From an optimization exercise on the open Yosys and OpenROAD flow, aimed at small area, a short achievable clock period and few clock cycles; shortcuts taken in it are not production practice.
No functional check of the RTL was part of any run shown here.
Power and IR drop assume default switching activity.

## config.mk

```make
export PLATFORM = sky130hd
export DESIGN_NAME = cluster_centroid_n
export DESIGN_NICKNAME = cluster_centroid_n
export VERILOG_FILES = /design/flow/design.v
export SDC_FILE = /design/flow/constraint.sdc
export NUM_CORES = 4
export LEC_CHECK = 0
export CAP_MARGIN = 20
export CORE_MARGIN = 2
export CORE_UTILIZATION = 40
export SETUP_SLACK_MARGIN = 4
export SLEW_MARGIN = 20
```

## constraint.sdc

```tcl
create_clock -name core_clock -period 8.0 [get_ports {clk}]
set_input_delay 1.6000 -clock core_clock [delete_from_list [all_inputs] [get_ports {clk}]]
set_output_delay 1.6000 -clock core_clock [all_outputs]
set_load 0.01 [all_outputs]
```

## design.v

```verilog
module cluster_centroid_n #(
  parameter int IMG_WIDTH    = 640,
  parameter int IMG_HEIGHT   = 480,
  parameter int NUM_CLUSTERS = 3,
  parameter int COLOR_W      = 12,
  parameter int DIST_THRESH  = 64,
  parameter int MIN_COUNT    = 4,
  localparam int XW = $clog2(IMG_WIDTH),
  localparam int YW = $clog2(IMG_HEIGHT),
  localparam int IW = (NUM_CLUSTERS > 1) ? $clog2(NUM_CLUSTERS) : 1
) (
  input  logic                         clk,
  input  logic                         rst,
  input  logic signed [COLOR_W-1:0]    pixel_r,
  input  logic signed [COLOR_W-1:0]    pixel_g,
  input  logic signed [COLOR_W-1:0]    pixel_b,
  input  logic                         pixel_valid,
  input  logic [XW-1:0]                x,
  input  logic [YW-1:0]                y,
  input  logic                         ref_wr_en,
  input  logic [IW-1:0]                ref_wr_idx,
  input  logic signed [COLOR_W-1:0]    ref_wr_r,
  input  logic signed [COLOR_W-1:0]    ref_wr_g,
  input  logic signed [COLOR_W-1:0]    ref_wr_b,
  output logic [NUM_CLUSTERS*XW-1:0]   centroid_x,
  output logic [NUM_CLUSTERS*YW-1:0]   centroid_y,
  output logic [NUM_CLUSTERS-1:0]      found,
  output logic                         frame_done,
  output logic                         busy,
  output logic                         overrun
);
  localparam int NC    = NUM_CLUSTERS;
  localparam int DW    = COLOR_W + 1;                
  localparam int AW    = $clog2(DIST_THRESH + 1);    
  localparam int SDW   = AW + 2;                     
  localparam int CW    = $clog2(IMG_WIDTH * IMG_HEIGHT + 1);
  localparam int SUM_W = $clog2(IMG_WIDTH * IMG_WIDTH * IMG_HEIGHT);
  localparam int QW    = XW;                         
  localparam int RW    = CW;                         
  localparam int MW    = RW + QW;                    
  localparam int STW   = $clog2(QW);
  localparam int SCW   = $clog2(QW);
  localparam int SSW   = $clog2((QW - 1) * IMG_WIDTH);
  logic signed [COLOR_W-1:0] r_ref_r [NC];
  logic signed [COLOR_W-1:0] r_ref_g [NC];
  logic signed [COLOR_W-1:0] r_ref_b [NC];
  logic           r_rst;           
  logic           r1_valid, r1_eof;
  logic [XW-1:0]  r1_x;
  logic [YW-1:0]  r1_y;
  logic [NC-1:0]  r1_ok;
  logic [AW:0]    r1_u [NC][3];    
  logic [NC-1:0]  w_hit;
  logic [NC-1:0]  r2_hit;
  logic           r2_eof;
  logic [XW-1:0]  r2_x;
  logic [YW-1:0]  r2_y;
  logic [CW-1:0]    r_cnt  [NC];
  logic [MW-1:0]    r_sx   [NC];
  logic [MW-1:0]    r_sy   [NC];
  logic [SCW-1:0]   r_scnt [NC];
  logic [SSW-1:0]   r_ssx  [NC];
  logic [SSW-1:0]   r_ssy  [NC];
  logic [CW-1:0]    w_add_cnt;
  logic [SUM_W-1:0] w_add_x, w_add_y;
  logic             r_div, r_last;
  logic [STW-1:0]   r_step;
  logic [NC-1:0]    w_gex, w_gey;
  logic [RW-1:0]    w_rx [NC];
  logic [RW-1:0]    w_ry [NC];
  logic [NC*XW-1:0] r_centroid_x;
  logic [NC*YW-1:0] r_centroid_y;
  logic [NC-1:0]    r_found;
  logic             r_frame_done, r_busy;
  always_ff @(posedge clk) begin
    for (int k = 0; k < NC; k++) begin
      if (rst) begin
        r_ref_r[k] <= COLOR_W'(50  + 450 * k);
        r_ref_g[k] <= COLOR_W'(100 + 450 * k);
        r_ref_b[k] <= COLOR_W'(150 + 450 * k);
      end else if (ref_wr_en && ref_wr_idx == IW'(k)) begin
        r_ref_r[k] <= ref_wr_r;
        r_ref_g[k] <= ref_wr_g;
        r_ref_b[k] <= ref_wr_b;
      end
    end
  end
  function automatic logic [AW+1:0] chan(input logic signed [COLOR_W-1:0] p,
                                         input logic signed [COLOR_W-1:0] q);
    logic signed [DW-1:0] t;
    logic ok, neg;
    t   = DW'(p) - DW'(q);
    ok  = (t[DW-1:AW-1] == '0) || (t[DW-1:AW-1] == '1) || (t == DW'(DIST_THRESH));
    neg = t[AW-1] && (t[AW-2:0] != '0);
    chan = {ok, neg, t[AW-1:0] ^ {AW{neg}}};
  endfunction
  always_ff @(posedge clk) begin
    logic [AW+1:0] c [3];
    r_rst    <= rst;
    r1_valid <= !rst && pixel_valid;
    r1_eof   <= !rst && pixel_valid && x == XW'(IMG_WIDTH - 1) && y == YW'(IMG_HEIGHT - 1);
    r1_x     <= x;
    r1_y     <= y;
    for (int k = 0; k < NC; k++) begin
      c[0] = chan(pixel_r, r_ref_r[k]);
      c[1] = chan(pixel_g, r_ref_g[k]);
      c[2] = chan(pixel_b, r_ref_b[k]);
      r1_ok[k] <= c[0][AW+1] && c[1][AW+1] && c[2][AW+1];
      for (int j = 0; j < 3; j++) r1_u[k][j] <= c[j][AW:0];
    end
  end
  always_comb begin
    logic [SDW-1:0] d [NC];
    logic [NC-1:0]  m;
    for (int k = 0; k < NC; k++) begin
      d[k] = SDW'(r1_u[k][0][AW-1:0]) + SDW'(r1_u[k][1][AW-1:0]) + SDW'(r1_u[k][2][AW-1:0])
           + SDW'(r1_u[k][0][AW]) + SDW'(r1_u[k][1][AW]) + SDW'(r1_u[k][2][AW]);
      m[k] = r1_valid && r1_ok[k] && d[k] <= SDW'(DIST_THRESH);
    end
    for (int k = 0; k < NC; k++) begin
      w_hit[k] = m[k];
      for (int j = 0; j < NC; j++) begin
        if (j < k && m[j] && d[j][AW-1:0] <= d[k][AW-1:0]) w_hit[k] = 1'b0;
        if (j > k && m[j] && d[j][AW-1:0] <  d[k][AW-1:0]) w_hit[k] = 1'b0;
      end
    end
  end
  always_ff @(posedge clk) begin
    r2_hit <= rst ? '0 : w_hit;
    r2_eof <= !rst && r1_eof;
    r2_x   <= r1_x;
    r2_y   <= r1_y;
  end
  always_comb begin
    logic [CW-1:0]    oc;
    logic [SUM_W-1:0] ox, oy;
    oc = '0;
    ox = '0;
    oy = '0;
    for (int k = 0; k < NC; k++) begin
      if (r2_hit[k]) begin
        oc = oc | (r_div ? CW'(r_scnt[k])   : r_cnt[k]);
        ox = ox | (r_div ? SUM_W'(r_ssx[k]) : r_sx[k][SUM_W-1:0]);
        oy = oy | (r_div ? SUM_W'(r_ssy[k]) : r_sy[k][SUM_W-1:0]);
      end
    end
    w_add_cnt = oc + CW'(1);
    w_add_x   = ox + SUM_W'(r2_x);
    w_add_y   = oy + SUM_W'(r2_y);
  end
  always_comb begin
    logic [RW:0] tx, ty;
    for (int k = 0; k < NC; k++) begin
      tx = r_sx[k][MW-1:QW-1];
      ty = r_sy[k][MW-1:QW-1];
      w_gex[k] = tx >= {1'b0, r_cnt[k]};
      w_gey[k] = ty >= {1'b0, r_cnt[k]};
      w_rx[k]  = w_gex[k] ? RW'(tx - {1'b0, r_cnt[k]}) : tx[RW-1:0];
      w_ry[k]  = w_gey[k] ? RW'(ty - {1'b0, r_cnt[k]}) : ty[RW-1:0];
    end
  end
  always_ff @(posedge clk) begin
    for (int k = 0; k < NC; k++) begin
      if (r_rst) begin
        r_cnt[k] <= '0;
        r_sx[k]  <= '0;
        r_sy[k]  <= '0;
      end else if (r_div && r_last) begin
        r_cnt[k] <= r2_hit[k] ? w_add_cnt          : CW'(r_scnt[k]);
        r_sx[k]  <= r2_hit[k] ? MW'(w_add_x)       : MW'(r_ssx[k]);
        r_sy[k]  <= r2_hit[k] ? MW'(w_add_y)       : MW'(r_ssy[k]);
      end else if (r_div) begin
        r_sx[k]  <= {w_rx[k], r_sx[k][QW-2:0], w_gex[k]};
        r_sy[k]  <= {w_ry[k], r_sy[k][QW-2:0], w_gey[k]};
      end else if (r2_hit[k]) begin
        r_cnt[k] <= w_add_cnt;
        r_sx[k]  <= MW'(w_add_x);
        r_sy[k]  <= MW'(w_add_y);
      end
    end
  end
  always_ff @(posedge clk) begin
    for (int k = 0; k < NC; k++) begin
      if (!r_div) begin
        r_scnt[k] <= '0;
        r_ssx[k]  <= '0;
        r_ssy[k]  <= '0;
      end else if (r2_hit[k]) begin
        r_scnt[k] <= SCW'(w_add_cnt);
        r_ssx[k]  <= SSW'(w_add_x);
        r_ssy[k]  <= SSW'(w_add_y);
      end
    end
  end
  always_ff @(posedge clk) begin
    if (rst) begin
      r_div        <= 1'b0;
      r_last       <= 1'b0;
      r_step       <= '0;
      r_busy       <= 1'b0;
      r_frame_done <= 1'b0;
      r_found      <= '0;
      r_centroid_x <= '0;
      r_centroid_y <= '0;
    end else begin
      r_frame_done <= 1'b0;
      r_last       <= r_div && r_step == STW'(QW - 2);
      if (r2_eof) begin
        r_div  <= 1'b1;
        r_step <= '0;
        r_busy <= 1'b1;
      end else if (r_div) begin
        r_step <= r_step + STW'(1);
        if (r_last) begin
          r_div        <= 1'b0;
          r_busy       <= 1'b0;
          r_frame_done <= 1'b1;
          for (int k = 0; k < NC; k++) begin
            r_found[k] <= r_cnt[k] >= CW'(MIN_COUNT);
            if (r_cnt[k] >= CW'(MIN_COUNT)) begin
              r_centroid_x[k*XW +: XW] <= {r_sx[k][XW-2:0], w_gex[k]};
              r_centroid_y[k*YW +: YW] <= {r_sy[k][YW-2:0], w_gey[k]};
            end
          end
        end
      end
    end
  end
  assign centroid_x = r_centroid_x;
  assign centroid_y = r_centroid_y;
  assign found      = r_found;
  assign frame_done = r_frame_done;
  assign busy       = r_busy;
  assign overrun    = 1'b0;
endmodule
```

## run.sh

```bash
#!/bin/bash
# synth_recipe.tcl (not shown) runs the flow's synth.tcl, then flattens the netlist and writes it again
# the make line also repeats each setting of config.mk as NAME=value (left out here)
make -C /OpenROAD-flow-scripts/flow DESIGN_CONFIG=/design/flow/config.mk WORK_HOME=/design/flow/orfs CLKGATE_MAP_FILE= SYNTH_SCRIPT=/design/flow/synth_recipe.tcl finish
```

==> reports/metrics.csv, run 1 <==
stage;metric;value;unit
status;outcome;no timing/DRC/antenna violations;
synth;synth_edf_count;0;
setup_path;critical_path_peak_fanout;3;
sta;whs;323;ps
place;dpl_worst_slack;3020;ps
cells_and_area;multi_input_area;26900;um2
route;post-route-drc-count;0;
cells_and_area;layout.cells.non_filler;6484;
setup_path;r2r-start;r1_u[4][7];
synth;ys_seq_area_share;30.3;%
synth;syn_avg_cell_area;8.16;um2
place;dp_hpwl;96.9;mm
sta;max_freq;242;MHz
setup_path;worstSetupEndpoint;r2_hit[2];
setup_path;setup.worst_path.start;r1_u[4][7];
route;final_antenna_net_count;0;
synth;ys_warn_count;15;
place;gp_congestion;0.921;
synth;yosysTopAreaCell;dfxtp_1;
power_and_ir_drop;p_leak;18.4;nW
route;vias_per_cell;5.79;
grt;track_usage;25.6;%
route;initialDrtViolationCount;3763;
die;core;101000;um2
cells_and_area;register_area;12400;um2
route;dr_total_vias;37600;
route;avgRoutedWirePerCell;21.2;um
hold_path;hold_class;flop to flop;
cells_and_area;num-fill-cells;9859;
clocking;htreeDepth;3;
clocking;cts_buffers;72;
setup_path;arrival;4680;ps
route;wl;138;mm
die;die-area;104000;um2
power_and_ir_drop;powerDensity;264;nW/um2
clocking;tritoncts;done;
sta;rsz0062_at_grt;yes;
grt;grt_max_degree;81;
synth;syn-num-nets;5434;
setup_path;cp_slowest_cell;fa_1;
clocking;clock_latency;670;ps
setup_path;slowest_delay;590;ps
grt;grt_overflow_total;0;
sta;period_needed;4140;ps
cells_and_area;post-route-util;46.6;%
hold_path;min_from;r1_y[2];
sta;drv_slew;0;
grt;antenna_found_initial;7;
synth;yosysTopAreaCellShare;30.3;%
setup_path;reg2reg_depth;18;
sta;post-route-period-util;51.7;%
synth;syn_inst;4990;
die;initial_core_util;40.2;%
sta;worst_slack;3860;ps
setup_path;timing.rr.end;r2_hit[2];
sta;finalSetupViolCount;0;
synth;synth_area;40700;um2
synth;synth_area_leaders;dfxtp_1, ha_1, nor2_1, o21ai_0, nand2_1;
clocking;root_buffer;clkbuf_16;
route;first_pass_iters;6;
sta;hold_viol;0;
job;drv_cap;0;
synth;synth_seq_cells;617;
die;std_cell_rows;117;
clocking;path_clk_slew;60;ps
cells_and_area;drive_gt1_share;9.19;%
grt;grt_first_pass_wirelength;209;mm
die;die_h;323;um
setup_path;r2r_slack;3860;ps
setup_path;crit_chain;fa_1, inv_1, fa_1, inv_1, ha_4, fa_2, a21o_1, a21oi_2, o21bai_1, a21oi_2, xnor2_2, ha_1, and3_4, a31oi_4, a2bb2oi_2, buf_4, nor2b_2, a2111oi_4;
die;io-pin-count;160;
synth;synth_top_flop_cell;dfxtp_1;
synth;async_reset_ff_share;0;%
cells_and_area;area_delta_synth_final;16.2;%
sta;relSlewSlack;16.9;%
setup_path;critPathLaunchType;flop;
cells_and_area;num_antenna_cells;0;
power_and_ir_drop;vdd_ir_drop_max;0.664;mV
sta;tns;0;ps
clocking;cts_buffer_depth;3;
place;io_buffer_count;158;
setup_path;path_buf_inv;3;
die;die_x;323;um
setup_path;worstPathRequired;8540;ps
sta;worstMarginPinSlew;1220;ps
sta;skew;36.1;ps
setup_path;critical_path_class;flop to flop;
grt;grt_pass1_vias;35000;
setup_path;path_delay_family;adder cells;
place;dp_cells;6300;
clocking;cts.sinks;617;
setup_path;crit_cells;18;
synth;yosysUniqueCellTypes;115;
setup_path;end_kind;flop;
cells_and_area;layout.nets;5503;
## worst min path at each step
stage | to | cells after the start
CTS | r2_y[6] | 0
global route | r2_y[1] | 0
floorplan | r2_x[0] | 0
global placement | r2_y[0] | 0
detailed placement | r2_y[4] | 0
finish | r2_y[2] | 0
## cells in the final DEF, fill, tap and decap left out, types with 109 or more instances in the layout
master / netlist / final
dfxtp_1: 617 / 608
mux2i_1: 161 / 161
ha_1: 303 / 281
o21ai_0: 344 / 337
a21oi_1: 318 / 307
clkdlybuf4s50_1: 0 / 140
inv_1: 351 / 339
xor2_1: 122 / 109
nand2_1: 444 / 443
xnor2_1: 166 / 157
nor2_1: 476 / 469
## state kept, by name, summed over array words and instances, names as in the netlist, 30 cells and up
| name | cells |
|---|---|
| r_sx | 87 |
| r_sy | 87 |
| r1_u | 72 |
| r_cnt | 57 |
| r_ssx | 39 |
| r_ssy | 39 |
| r_ref_b | 36 |
| r_ref_g | 36 |
| r_ref_r | 36 |
| r_centroid_x | 30 |
## area by class of cell
class                   instances  share of cell area (%)
clock inverters                25                   0.709
repair buffers                259                    5.43
well taps                    1368                    3.62
inverters                     352                    2.79
multi-input cells            3757                    56.9
clock buffers                 106                    4.44
flip-flops and latches        617                    26.2
## worst register-to-register path, delay by kind of cell, from the launching register on
family / cells / cell delay, ps
compound gates: 7 / 1170
xor+xnor: 1 / 100
fa+ha+maj: 5 / 1940
buf+inv: 3 / 290
flops: 1 / 320
simple gates: 2 / 240
## cells in the mapped netlist, types with 50 or more instances
| cell | instances |
|---|---|
| o21ai_0 | 344 |
| buf_2 | 54 |
| xor2_1 | 122 |
| or3_1 | 65 |
| nor2b_1 | 96 |
| nor2_1 | 476 |
| nor3_1 | 110 |
| a211oi_1 | 72 |
| a22oi_1 | 61 |
| a21o_1 | 59 |
| mux2i_1 | 161 |
| o211ai_1 | 60 |
| xnor2_1 | 166 |
| nand2b_1 | 50 |
| nand3_1 | 65 |
| nand2_1 | 444 |
| a21oi_1 | 318 |
| dfxtp_1 | 617 |
| clkbuf_1 | 182 |
| ha_1 | 303 |
| a222oi_1 | 77 |
| inv_1 | 351 |
## timing repair
item	in CTS	in global routing
resized for setup	95	106
buffers inserted	27	24
pin swaps	40	39
hold buffers	0	0
setup endpoints to repair	192	122
## metal layers
| metal | up-vias | share of wire, % | routed length [um] | GRT usage [%] |
|---|---|---|---|---|
| met5 | - | 0.0094 | 13 | 0 |
| met4 | 2 | 3.9 | 5320 | 10.1 |
| met3 | 251 | 6.2 | 8590 | 2.96 |
| met2 | 1325 | 43 | 59900 | 39.3 |
| met1 | 17900 | 46 | 63900 | 36.5 |
| li1 | 18100 | - | - | - |
## through the flow
| stage | instance area, um2 | total power, W |
|---|---|---|
| CTS | 46500 | 0.0118 |
| detailed placement | 43400 | 0.00744 |
| floorplan | 40800 | 0.00649 |
| finish | 47300 | 0.0125 |
| global route | 47300 | 0.0133 |
| global placement | 43400 | 0.00735 |
## report_power, final
part	switching [W]	internal (W)
sequential	0.0000718	0.00321
combinational	0.00312	0.00269
clock	0.00147	0.00192
total	0.00467	0.00783
## logic make-up (layout without fill, tap and decap cells)
| logic type | Yosys count | in the layout | share of synthesized area (%) |
|---|---|---|---|
| buffers and inverters | 616 | 742 | 5.98 |
| and+or+nand+nor | 1522 | 1522 | 17.7 |
| xor gates and xnor gates | 290 | 290 | 6.30 |
| muxes | 197 | 197 | 4.98 |
| DFF | 617 | 617 | 30.3 |
| AOI/OAI and AO/OA | 1398 | 1398 | 23.2 |
| adders and majority gates | 349 | 349 | 11.5 |
| other | 1 | 1 | 0.00921 |
==> inputs of run 2 (changes only) <==
--- a/design.v
+++ b/design.v
@@ -43,2 +43,9 @@
   localparam int SSW   = $clog2((QW - 1) * IMG_WIDTH);
+  logic                      r_rst;
+  logic                      r0_valid, r0_eof, r0_we;
+  logic signed [COLOR_W-1:0] r0_r, r0_g, r0_b;
+  logic [XW-1:0]             r0_x;
+  logic [YW-1:0]             r0_y;
+  logic [IW-1:0]             r0_widx;
+  logic signed [COLOR_W-1:0] r0_wr, r0_wg, r0_wb;
   logic signed [COLOR_W-1:0] r_ref_r [NC];
@@ -46,13 +53,7 @@
   logic signed [COLOR_W-1:0] r_ref_b [NC];
-  logic           r_rst;           
-  logic           r1_valid, r1_eof;
+  logic [NC-1:0]  w_hit;
+  logic [NC-1:0]  r1_hit;
+  logic           r1_eof;
   logic [XW-1:0]  r1_x;
   logic [YW-1:0]  r1_y;
-  logic [NC-1:0]  r1_ok;
-  logic [AW:0]    r1_u [NC][3];    
-  logic [NC-1:0]  w_hit;
-  logic [NC-1:0]  r2_hit;
-  logic           r2_eof;
-  logic [XW-1:0]  r2_x;
-  logic [YW-1:0]  r2_y;
   logic [CW-1:0]    r_cnt  [NC];
@@ -75,4 +76,19 @@
   always_ff @(posedge clk) begin
-    for (int k = 0; k < NC; k++) begin
-      if (rst) begin
+    r_rst    <= rst;
+    r0_valid <= !rst && pixel_valid;
+    r0_eof   <= !rst && pixel_valid && x == XW'(IMG_WIDTH - 1) && y == YW'(IMG_HEIGHT - 1);
+    r0_we    <= !rst && ref_wr_en && ref_wr_idx < IW'(NC);
+    r0_r     <= pixel_r;
+    r0_g     <= pixel_g;
+    r0_b     <= pixel_b;
+    r0_x     <= x;
+    r0_y     <= y;
+    r0_widx  <= ref_wr_idx;
+    r0_wr    <= ref_wr_r;
+    r0_wg    <= ref_wr_g;
+    r0_wb    <= ref_wr_b;
+  end
+  always_ff @(posedge clk) begin
+    for (int k = 0; k < NC; k++) begin
+      if (r_rst) begin
         r_ref_r[k] <= COLOR_W'(50  + 450 * k);
@@ -80,6 +96,6 @@
         r_ref_b[k] <= COLOR_W'(150 + 450 * k);
-      end else if (ref_wr_en && ref_wr_idx == IW'(k)) begin
-        r_ref_r[k] <= ref_wr_r;
-        r_ref_g[k] <= ref_wr_g;
-        r_ref_b[k] <= ref_wr_b;
+      end else if (r0_we && r0_widx == IW'(k)) begin
+        r_ref_r[k] <= r0_wr;
+        r_ref_g[k] <= r0_wg;
+        r_ref_b[k] <= r0_wb;
       end
@@ -90,24 +106,9 @@
     logic signed [DW-1:0] t;
-    logic ok, neg;
-    t   = DW'(p) - DW'(q);
-    ok  = (t[DW-1:AW-1] == '0) || (t[DW-1:AW-1] == '1) || (t == DW'(DIST_THRESH));
-    neg = t[AW-1] && (t[AW-2:0] != '0);
-    chan = {ok, neg, t[AW-1:0] ^ {AW{neg}}};
+    logic ok;
+    t  = DW'(p) - DW'(q);
+    ok = (t[DW-1:AW-1] == '0) || (t[DW-1:AW-1] == '1) || (t == DW'(DIST_THRESH));
+    chan = {ok, t[DW-1], t[AW-1:0] ^ {AW{t[DW-1]}}};
   endfunction
-  always_ff @(posedge clk) begin
-    logic [AW+1:0] c [3];
-    r_rst    <= rst;
-    r1_valid <= !rst && pixel_valid;
-    r1_eof   <= !rst && pixel_valid && x == XW'(IMG_WIDTH - 1) && y == YW'(IMG_HEIGHT - 1);
-    r1_x     <= x;
-    r1_y     <= y;
-    for (int k = 0; k < NC; k++) begin
-      c[0] = chan(pixel_r, r_ref_r[k]);
-      c[1] = chan(pixel_g, r_ref_g[k]);
-      c[2] = chan(pixel_b, r_ref_b[k]);
-      r1_ok[k] <= c[0][AW+1] && c[1][AW+1] && c[2][AW+1];
-      for (int j = 0; j < 3; j++) r1_u[k][j] <= c[j][AW:0];
-    end
-  end
   always_comb begin
+    logic [AW+1:0]  c [3];
     logic [SDW-1:0] d [NC];
@@ -115,5 +116,8 @@
     for (int k = 0; k < NC; k++) begin
-      d[k] = SDW'(r1_u[k][0][AW-1:0]) + SDW'(r1_u[k][1][AW-1:0]) + SDW'(r1_u[k][2][AW-1:0])
-           + SDW'(r1_u[k][0][AW]) + SDW'(r1_u[k][1][AW]) + SDW'(r1_u[k][2][AW]);
-      m[k] = r1_valid && r1_ok[k] && d[k] <= SDW'(DIST_THRESH);
+      c[0] = chan(r0_r, r_ref_r[k]);
+      c[1] = chan(r0_g, r_ref_g[k]);
+      c[2] = chan(r0_b, r_ref_b[k]);
+      d[k] = SDW'(c[0][AW-1:0]) + SDW'(c[1][AW-1:0]) + SDW'(c[2][AW-1:0])
+           + SDW'(c[0][AW]) + SDW'(c[1][AW]) + SDW'(c[2][AW]);
+      m[k] = r0_valid && c[0][AW+1] && c[1][AW+1] && c[2][AW+1] && d[k] <= SDW'(DIST_THRESH);
     end
@@ -128,6 +132,6 @@
   always_ff @(posedge clk) begin
-    r2_hit <= rst ? '0 : w_hit;
-    r2_eof <= !rst && r1_eof;
-    r2_x   <= r1_x;
-    r2_y   <= r1_y;
+    r1_hit <= rst ? '0 : w_hit;
+    r1_eof <= !rst && r0_eof;
+    r1_x   <= r0_x;
+    r1_y   <= r0_y;
   end
@@ -140,3 +144,3 @@
     for (int k = 0; k < NC; k++) begin
-      if (r2_hit[k]) begin
+      if (r1_hit[k]) begin
         oc = oc | (r_div ? CW'(r_scnt[k])   : r_cnt[k]);
@@ -147,4 +151,4 @@
     w_add_cnt = oc + CW'(1);
-    w_add_x   = ox + SUM_W'(r2_x);
-    w_add_y   = oy + SUM_W'(r2_y);
+    w_add_x   = ox + SUM_W'(r1_x);
+    w_add_y   = oy + SUM_W'(r1_y);
   end
@@ -168,5 +172,5 @@
       end else if (r_div && r_last) begin
-        r_cnt[k] <= r2_hit[k] ? w_add_cnt          : CW'(r_scnt[k]);
-        r_sx[k]  <= r2_hit[k] ? MW'(w_add_x)       : MW'(r_ssx[k]);
-        r_sy[k]  <= r2_hit[k] ? MW'(w_add_y)       : MW'(r_ssy[k]);
+        r_cnt[k] <= r1_hit[k] ? w_add_cnt          : CW'(r_scnt[k]);
+        r_sx[k]  <= r1_hit[k] ? MW'(w_add_x)       : MW'(r_ssx[k]);
+        r_sy[k]  <= r1_hit[k] ? MW'(w_add_y)       : MW'(r_ssy[k]);
       end else if (r_div) begin
@@ -174,3 +178,3 @@
         r_sy[k]  <= {w_ry[k], r_sy[k][QW-2:0], w_gey[k]};
-      end else if (r2_hit[k]) begin
+      end else if (r1_hit[k]) begin
         r_cnt[k] <= w_add_cnt;
@@ -187,3 +191,3 @@
         r_ssy[k]  <= '0;
-      end else if (r2_hit[k]) begin
+      end else if (r1_hit[k]) begin
         r_scnt[k] <= SCW'(w_add_cnt);
@@ -207,3 +211,3 @@
       r_last       <= r_div && r_step == STW'(QW - 2);
-      if (r2_eof) begin
+      if (r1_eof) begin
         r_div  <= 1'b1;
--- a/config.mk
+++ b/config.mk
@@ -10,3 +10,3 @@
 export CORE_UTILIZATION = 40
-export SETUP_SLACK_MARGIN = 4
+export SETUP_SLACK_MARGIN = 5
 export SLEW_MARGIN = 20
==> run 2 against run 1 <==
Fmax decreased by 27%. Combinational power decreased by 42%. First-iteration DRC count increased by 16%. Wire length increased by 14%. Hold slack improved by 3.2 ps. Cell area increased by 14%. Highest routed layer is now met4.
==> reports/metrics.csv, run 2 <==
stage;metric;value;unit;change
sta;drv_slew;0;;unchanged
power_and_ir_drop;pwr-share-comb;33.1;%;was 46.5%
die;die-area;104000;um2;about the same
setup_path;timing.rr.end;r1_hit[0];;was r2_hit[2]
place;io_buffer_count;158;;unchanged
cells_and_area;layout.nets;5746;;was 5,503
synth;syn_inst;4917;;was 4,990
clocking;cts.sinks;617;;unchanged
cells_and_area;final_common_cell;dfxtp_1;;unchanged
sta;relSlewSlack;27.7;%;was 16.9%
setup_path;crit_top_cell;buf_4;;
setup_path;critical_path_class;flop to flop;;unchanged
synth;yosys.area_share.simple;18.1;%;was 17.7%
sta;tns;0;ps;unchanged
place;dp_hpwl;97.4;mm;was 96.9 mm
die;std_cell_rows;116;;was 117
clocking;cts_buffer_depth;3;;unchanged
cells_and_area;postLayoutCellArea;54100;um2;was 47,300 um2
setup_path;reg2reg_depth;34;;was 18
power_and_ir_drop;power_switching;0.00336;W;was 0.00467 W
route;first_pass_iters;6;;unchanged
grt;antenna_found_initial;0;;was 7
sta;period_needed;5640;ps;was 4140 ps
setup_path;r2r_slack;2360;ps;was 3860 ps
sta;finalSetupViolCount;0;;unchanged
synth;ys_warn_count;14;;was 15
place;dpl_worst_slack;2120;ps;was 3020 ps
synth;yosysTopAreaCellShare;30.5;%;was 30.3%
synth;synth_top_flop_cell;dfxtp_1;;unchanged
synth;synth_common_cells;dfxtp_1, nor2_1, nand2_1, ha_1, inv_1;;was dfxtp_1, nor2_1, nand2_1, inv_1, o21ai_0
clocking;htreeDepth;3;;unchanged
hold_path;min_to;r1_y[1];;was r2_y[2]
clocking;tritoncts;done;;unchanged
job;drv_cap;0;;unchanged
die;die_h;322;um;was 323 um
setup_path;critical_path_peak_fanout;3;;unchanged
clocking;cts_hold_buf;0;;unchanged
setup_path;worstPathRequired;8570;ps;was 8540 ps
grt;grt_max_degree;83;;was 81
sta;worstMarginPinSlew;1080;ps;was 1220 ps
synth;synth_fa_ha_area_share;11.2;%;was 11.5%
power_and_ir_drop;power;0.0102;W;was 0.0125 W
setup_path;arrival;6220;ps;was 4680 ps
hold_path;worstHoldPathCells;0;;unchanged
cells_and_area;drive_gt1_share;23.1;%;was 9.19%
synth;post-synth-top-count-cell;dfxtp_1;;unchanged
hold_path;min_from;r0_y[1];;was r1_y[2]
clocking;root_buffer;clkbuf_16;;unchanged
route;final_antenna_net_count;0;;unchanged
synth;synth_xor_area_share;6.16;%;was 6.30%
clocking;clock_latency;690;ps;was 670 ps
power_and_ir_drop;clockPowerShare;36.1;%;was 27.2%
hold_path;hold_class;flop to flop;;unchanged
power_and_ir_drop;powerDensity;189;nW/um2;was 264 nW/um2
power_and_ir_drop;p_seq_share;30.8;%;was 26.3%
clocking;path_clk_slew;60;ps;about the same
die;core;100000;um2;was 101,000 um2
cells_and_area;num_antenna_cells;0;;unchanged
cells_and_area;area_delta_synth_final;33.4;%;was 16.2%
synth;synth_area_leaders;dfxtp_1, ha_1, nor2_1, mux2i_1, nand2_1;;was dfxtp_1, ha_1, nor2_1, o21ai_0, nand2_1
sta;max_freq;177;MHz;was 242 MHz
route;wl;157;mm;was 138 mm
setup_path;r2r-start;r0_b[0];;was r1_u[4][7]
sta;post-route-period-util;70.5;%;was 51.7%
synth;yosysUniqueCellTypes;98;;was 115
route;post-route-drc-count;0;;unchanged
setup_path;cp_slowest_cell;or4_4;;was fa_1
synth;async_reset_ff_share;0;%;unchanged
setup_path;critPathLaunchType;flop;;unchanged
synth;synthMuxAreaShare;5.62;%;was 4.98%
synth;synth_top_family_by_area;compound AO/OA/AOI/OAI gates;;unchanged
status;outcome;no timing/DRC/antenna violations;;unchanged
power_and_ir_drop;vdd_ir_drop_max;0.291;mV;was 0.664 mV
power_and_ir_drop;internal-power;0.00689;W;was 0.00783 W
place;gp_congestion;0.974;;was 0.921
synth;synth-compound-area-share;23.3;%;was 23.2%
route;initialDrtViolationCount;4359;;was 3,763
die;die_x;322;um;was 323 um
grt;grt_overflow_total;0;;unchanged
grt;grt_first_pass_wirelength;229;mm;was 209 mm
sta;whs;326;ps;was 323 ps
sta;hold_viol;0;;unchanged
route;avgRoutedWirePerCell;23.3;um;was 21.2 um
synth;synth_seq_cells;617;;unchanged
setup_path;end_kind;flop;;unchanged
grt;grt_pass1_vias;37600;;was 35.0k
grt;track_usage;28.2;%;was 25.6%
synth;synth_area;40600;um2;was 40,700 um2
sta;skew;43.2;ps;was 36.1 ps
clocking;cts_buffers;74;;was 72
die;io-pin-count;160;;unchanged
sta;rsz0062_at_grt;yes;;unchanged
route;dr_total_vias;40400;;was 37.6k
setup_path;slowest_delay;430;ps;was 590 ps
place;dpl_cell_area;43900;um2;was 43,400 um2
cells_and_area;top_regs;r_sx (87), r_sy (87), r_cnt (57);;was r_sx (87), r_sy (87), r1_u (72)
synth;syn-num-nets;5353;;was 5,434
power_and_ir_drop;p_leak;21.4;nW;was 18.4 nW
synth;syn_avg_cell_area;8.25;um2;was 8.16 um2
synth;synth_edf_count;0;;unchanged
sta;worst_slack;2360;ps;was 3860 ps
synth;ys_seq_area_share;30.5;%;was 30.3%
synth;yosysTopAreaCell;dfxtp_1;;unchanged
route;vias_per_cell;6.01;;was 5.79
power_and_ir_drop;switching_share;32.8;%;was 37.4%
die;initial_core_util;40.4;%;was 40.2%
cells_and_area;layout_common_cells;dfxtp_1, nor2_1, nand2_1;;unchanged
==> run 2: worst max path at each step <==
stage / start / end / slack [ps]
6_report: r0_b[0] / r1_hit[0] / 2360
5_1_grt: r0_b[0] / r1_hit[1] / 2060
4_1_cts: r0_b[0] / r1_hit[1] / 2370
3_5_place_dp: r0_r[0] / r1_hit[1] / 2120
3_3_place_gp: r0_r[0] / r1_hit[1] / 2130
2_1_floorplan: r0_b[0] / r1_hit[1] / 2640
==> run 2: through the flow <==
stage | util [%] | std cells
detailed placement | 43.8 | 6215
global placement | 43.8 | 6215
global route | 53.9 | 6723
floorplan | - | 4917
CTS | 51.0 | 6604
finish | 53.9 | 6723
==> run 2: repair_timing <==
| item | in CTS | in global routing |
|---|---|---|
| cloned | 21 | 7 |
| resized for setup | 478 | 392 |
| setup buffers | 236 | 111 |
| setup endpoints to repair | 401 | 247 |
| pin swaps | 180 | 227 |
==> run 2: final cells by class <==
| class | instances | area, um2 |
|---|---|---|
| well taps | 1357 | 1700 |
| clock buffers | 98 | 2130 |
| repair buffers | 573 | 6000 |
| clock inverters | 34 | 513 |
| fillers | 9029 | 46200 |
| inverters | 268 | 1060 |
| flip-flops and latches | 617 | 12400 |
| multi-input cells | 3773 | 30200 |
| repair inverters | 3 | 31.3 |
==> run 2: cell families after synthesis <==
logic type | count (synthesis)
xor+xnor | 285
flops | 617
buf+inv | 532
fa+ha+maj | 342
compound gates | 1360
simple gates | 1558
mux | 222
other cells | 1
==> run 2: routing by layer <==
metal	vias up	track usage, %	routed length [um]
met5	-	0	0
met4	0	12.1	7750
met3	397	4.32	13500
met2	1874	43.3	68200
met1	19400	39.2	67200
li1	18700	-	-
==> run 2: worst max-delay path: cells and delay by family (launching register included) <==
family	cells	cell delay, ps
flops	1	320
simple gates	2	720
buf+inv	23	2610
fa+ha+maj	2	490
xor+xnor	1	150
compound gates	5	1080
mux	1	160
==> run 2: power by group through the flow <==
stage | Clock [W] | Combinational, W | Sequential, W
after floorplan | 0 | 0.00210 | 0.00320
after global placement | 0 | 0.00270 | 0.00322
after detailed placement | 0 | 0.00270 | 0.00322
after CTS | 0.00373 | 0.00300 | 0.00316
after global routing | 0.00387 | 0.00374 | 0.00315
final | 0.00370 | 0.00339 | 0.00315
==> inputs of run 3 (changes only) <==
--- a/config.mk
+++ b/config.mk
@@ -10,3 +10,3 @@
 export CORE_UTILIZATION = 40
-export SETUP_SLACK_MARGIN = 5
+export SETUP_SLACK_MARGIN = 4
 export SLEW_MARGIN = 20
==> run 3 against run 2 <==
Clock power about the same. Cell area is 12% lower. Hold slack worse by 6.9 ps. Wire length is 11% lower. Largest cell class unchanged. Largest power group unchanged.
==> reports/metrics.csv, run 3 <==
stage;metric;value;unit;change
grt;grt_pass1_vias;35500;;was 37.6k
cells_and_area;layout.nets;5451;;was 5,746
synth;ys_seq_area_share;30.5;%;unchanged
synth;ys_warn_count;14;;unchanged
synth;yosysTopAreaCell;dfxtp_1;;unchanged
cells_and_area;layout_common_cells;dfxtp_1, nor2_1, nand2_1;;unchanged
die;core;100000;um2;unchanged
sta;worstMarginPinSlew;1080;ps;about the same
clocking;path_clk_slew;70;ps;was 60 ps
grt;grt_overflow_total;0;;unchanged
sta;skew;61.9;ps;was 43.2 ps
grt;grt_first_pass_wirelength;214;mm;was 229 mm
clocking;cts_buffers;74;;unchanged
hold_path;hold_class;flop to flop;;unchanged
power_and_ir_drop;powerDensity;214;nW/um2;was 189 nW/um2
setup_path;setup.worst_path.start;r0_b[0];;unchanged
clocking;cts_buffer_depth;3;;unchanged
place;gp_congestion;1.00;;was 0.974
cells_and_area;top_regs;r_sx (87), r_sy (87), r_cnt (57);;unchanged
sta;drv_slew;0;;unchanged
sta;max_freq;178;MHz;was 177 MHz
synth;synth_area_leaders;dfxtp_1, ha_1, nor2_1, mux2i_1, nand2_1;;unchanged
synth;synth_common_cells;dfxtp_1, nor2_1, nand2_1, ha_1, inv_1;;unchanged
clocking;cts.sinks;617;;unchanged
synth;syn-num-nets;5353;;unchanged
grt;grt_max_degree;98;;was 83
synth;async_reset_ff_share;0;%;unchanged
die;io-pin-count;160;;unchanged
die;die_h;322;um;unchanged
grt;antenna_found_initial;3;;was 0
clocking;tritoncts;done;;unchanged
synth;synth_top_flop_cell;dfxtp_1;;unchanged
job;drv_cap;0;;unchanged
synth;synth_seq_cells;617;;unchanged
clocking;clock_latency;700;ps;was 690 ps
synth;yosysTopAreaCellShare;30.5;%;unchanged
route;initialDrtViolationCount;3343;;was 4,359
die;initial_core_util;40.4;%;unchanged
synth;syn_avg_cell_area;8.25;um2;unchanged
place;dp_hpwl;97.4;mm;about the same
sta;rsz0062_at_grt;yes;;unchanged
die;die-area;104000;um2;unchanged
cells_and_area;area_delta_synth_final;17.4;%;was 33.4%
place;io_buffer_count;158;;unchanged
setup_path;critical_path_peak_fanout;5;;was 3
route;vias_per_cell;5.88;;was 6.01
hold_path;min_from;r0_y[5];;was r0_y[1]
route;final_antenna_net_count;0;;unchanged
route;dr_total_vias;37800;;was 40.4k
die;std_cell_rows;116;;unchanged
synth;syn_inst;4917;;unchanged
power_and_ir_drop;p_leak;18.3;nW;was 21.4 nW
setup_path;reg2reg_depth;27;;was 34
status;outcome;no timing/DRC/antenna violations;;unchanged
grt;track_usage;26.2;%;was 28.2%
synth;synth_edf_count;0;;unchanged
cells_and_area;post-route-util;47.5;%;was 53.9%
route;avgRoutedWirePerCell;21.8;um;was 23.3 um
setup_path;critical_path_class;flop to flop;;unchanged
hold_path;worstHoldPathCells;0;;unchanged
sta;hold_viol;0;;unchanged
sta;relSlewSlack;27.8;%;was 27.7%
synth;synth_area;40600;um2;unchanged
setup_path;worstPathRequired;8510;ps;was 8570 ps
sta;period_needed;5610;ps;was 5640 ps
route;first_pass_iters;6;;unchanged
synth;post-synth-top-count-cell;dfxtp_1;;unchanged
sta;post-route-period-util;70.1;%;was 70.5%
power_and_ir_drop;vdd_ir_drop_max;0.303;mV;was 0.291 mV
setup_path;end_kind;flop;;unchanged
cells_and_area;final_common_cell;dfxtp_1;;unchanged
die;die_x;322;um;unchanged
synth;yosysUniqueCellTypes;98;;unchanged
setup_path;critPathLaunchType;flop;;unchanged
route;wl;140;mm;was 157 mm
cells_and_area;num_antenna_cells;0;;unchanged
setup_path;slowest_delay;540;ps;was 430 ps
sta;finalSetupViolCount;0;;unchanged
route;post-route-drc-count;0;;unchanged
setup_path;r2r-start;r0_b[0];;unchanged
clocking;root_buffer;clkbuf_16;;unchanged
cells_and_area;drive_gt1_share;9.72;%;was 23.1%
sta;tns;0;ps;unchanged
setup_path;cp_slowest_cell;fa_2;;was or4_4
clocking;htreeDepth;3;;unchanged
setup_path;arrival;6120;ps;was 6220 ps
run 3: cell type report:
cell class                 count  area, um2
clock buffer                 101       2140
clock inverter                32        527
fill                        9736      52700
inverter                     268       1030
multi-input combinational   3768      27000
sequential                   617      12400
tap                         1357       1700
timing repair buffer         286       2820
run 3: repair_timing:
action	CTS	global route
hold buffers	0	0
buffers inserted	54	21
gates cloned	2	2
setup endpoints to repair	160	146
gates resized for setup	65	72
pin swaps	39	36
run 3: worst paths after layout:
path / end / slack, ps
max: r1_hit[1] / 2390
min: r1_y[5] / 320
max reg2reg: r1_hit[1] / 2390
min reg2reg: r1_y[5] / 320
run 3: worst max-delay path: cells and delay by family, from the launching register on:
kind,cells,cell delay [ps]
AO/OA/AOI/OAI,11,1670
XOR/XNOR,1,180
adder cells (fa/ha/maj),8,2670
buffers and inverters,4,200
flip-flops,1,320
AND/OR/NAND/NOR,3,390
run 3: per-stage QoR:
step	hold slack, ps	power (W)	instance area, um2	setup WS [ps]	cells
after floorplan	310	0.00530	40800	2640	4917
after global placement	311	0.00590	43400	2180	6217
after detailed placement	312	0.00590	43400	2070	6217
after CTS	321	0.00983	47000	2400	6406
after global routing	327	0.0107	47600	2120	6429
final	319	0.0102	47600	2390	6429
run 3: power by group:
| group | leakage, nW | internal (W) | switching, W |
|---|---|---|---|
| combinational | 11.9 | 0.00153 | 0.00177 |
| sequential | 5.02 | 0.00311 | 0.0000416 |
| clock | 1.30 | 0.00220 | 0.00150 |
| total | 18.3 | 0.00685 | 0.00332 |
run 3: cells by family (layout without fill, tap and decap cells):
| kind of cell | Yosys count | after routing | synth area share, % |
|---|---|---|---|
| other | 1 | 1 | 0.00925 |
| AO/OA/AOI/OAI | 1360 | 1360 | 23.3 |
| XOR/XNOR | 285 | 285 | 6.16 |
| adder cells (fa/ha/maj) | 342 | 342 | 11.2 |
| multiplexers | 222 | 222 | 5.62 |
| buffers and inverters | 532 | 687 | 5.15 |
| AND/OR/NAND/NOR | 1558 | 1558 | 18.1 |
| flip-flops | 617 | 617 | 30.5 |
run 3: routing by layer:
| metal | vias to the layer above | track usage [%] | wire length, um |
|---|---|---|---|
| li1 | 18100 | - | - |
| met1 | 18200 | 37.1 | 65400 |
| met2 | 1260 | 40.8 | 61000 |
| met3 | 216 | 4.04 | 9100 |
| met4 | 2 | 8.32 | 4260 |
| met5 | - | 0 | 32 |

==> what the ideal ports hide <==
Ports are ideal in the flow. The routed layouts listed here were re-timed in OpenROAD.
Step 1 sets driving cells, clkbuf_16 on the clock port and buf_2 on the other inputs (assumed; they add their load-dependent delay and slew).
Step 2, shift: input delay + t, output delay - t, t = (earliest + latest rising clock arrival at the registers) / 2. This alone moves slack from input paths to output paths.
Three values: ideal, step 1, step 2; two values: the first two.
run	t, ns	setup slack, ns	worst setup path at the end	worst slew at a driven data input, ns
run 1	0.724	3.861 / 3.861 / 3.445	input to register	0.10
run 2	0.732	2.356 / 2.356 / 2.356	register to register	0.05
run 3	0.741	2.393 / 2.393 / 2.393	register to register	0.06
After both steps setup and hold are still met in every run listed. The setup slack of run 1, which loses most, moves by 0.000 ns with the drivers and by -0.416 ns with both steps.
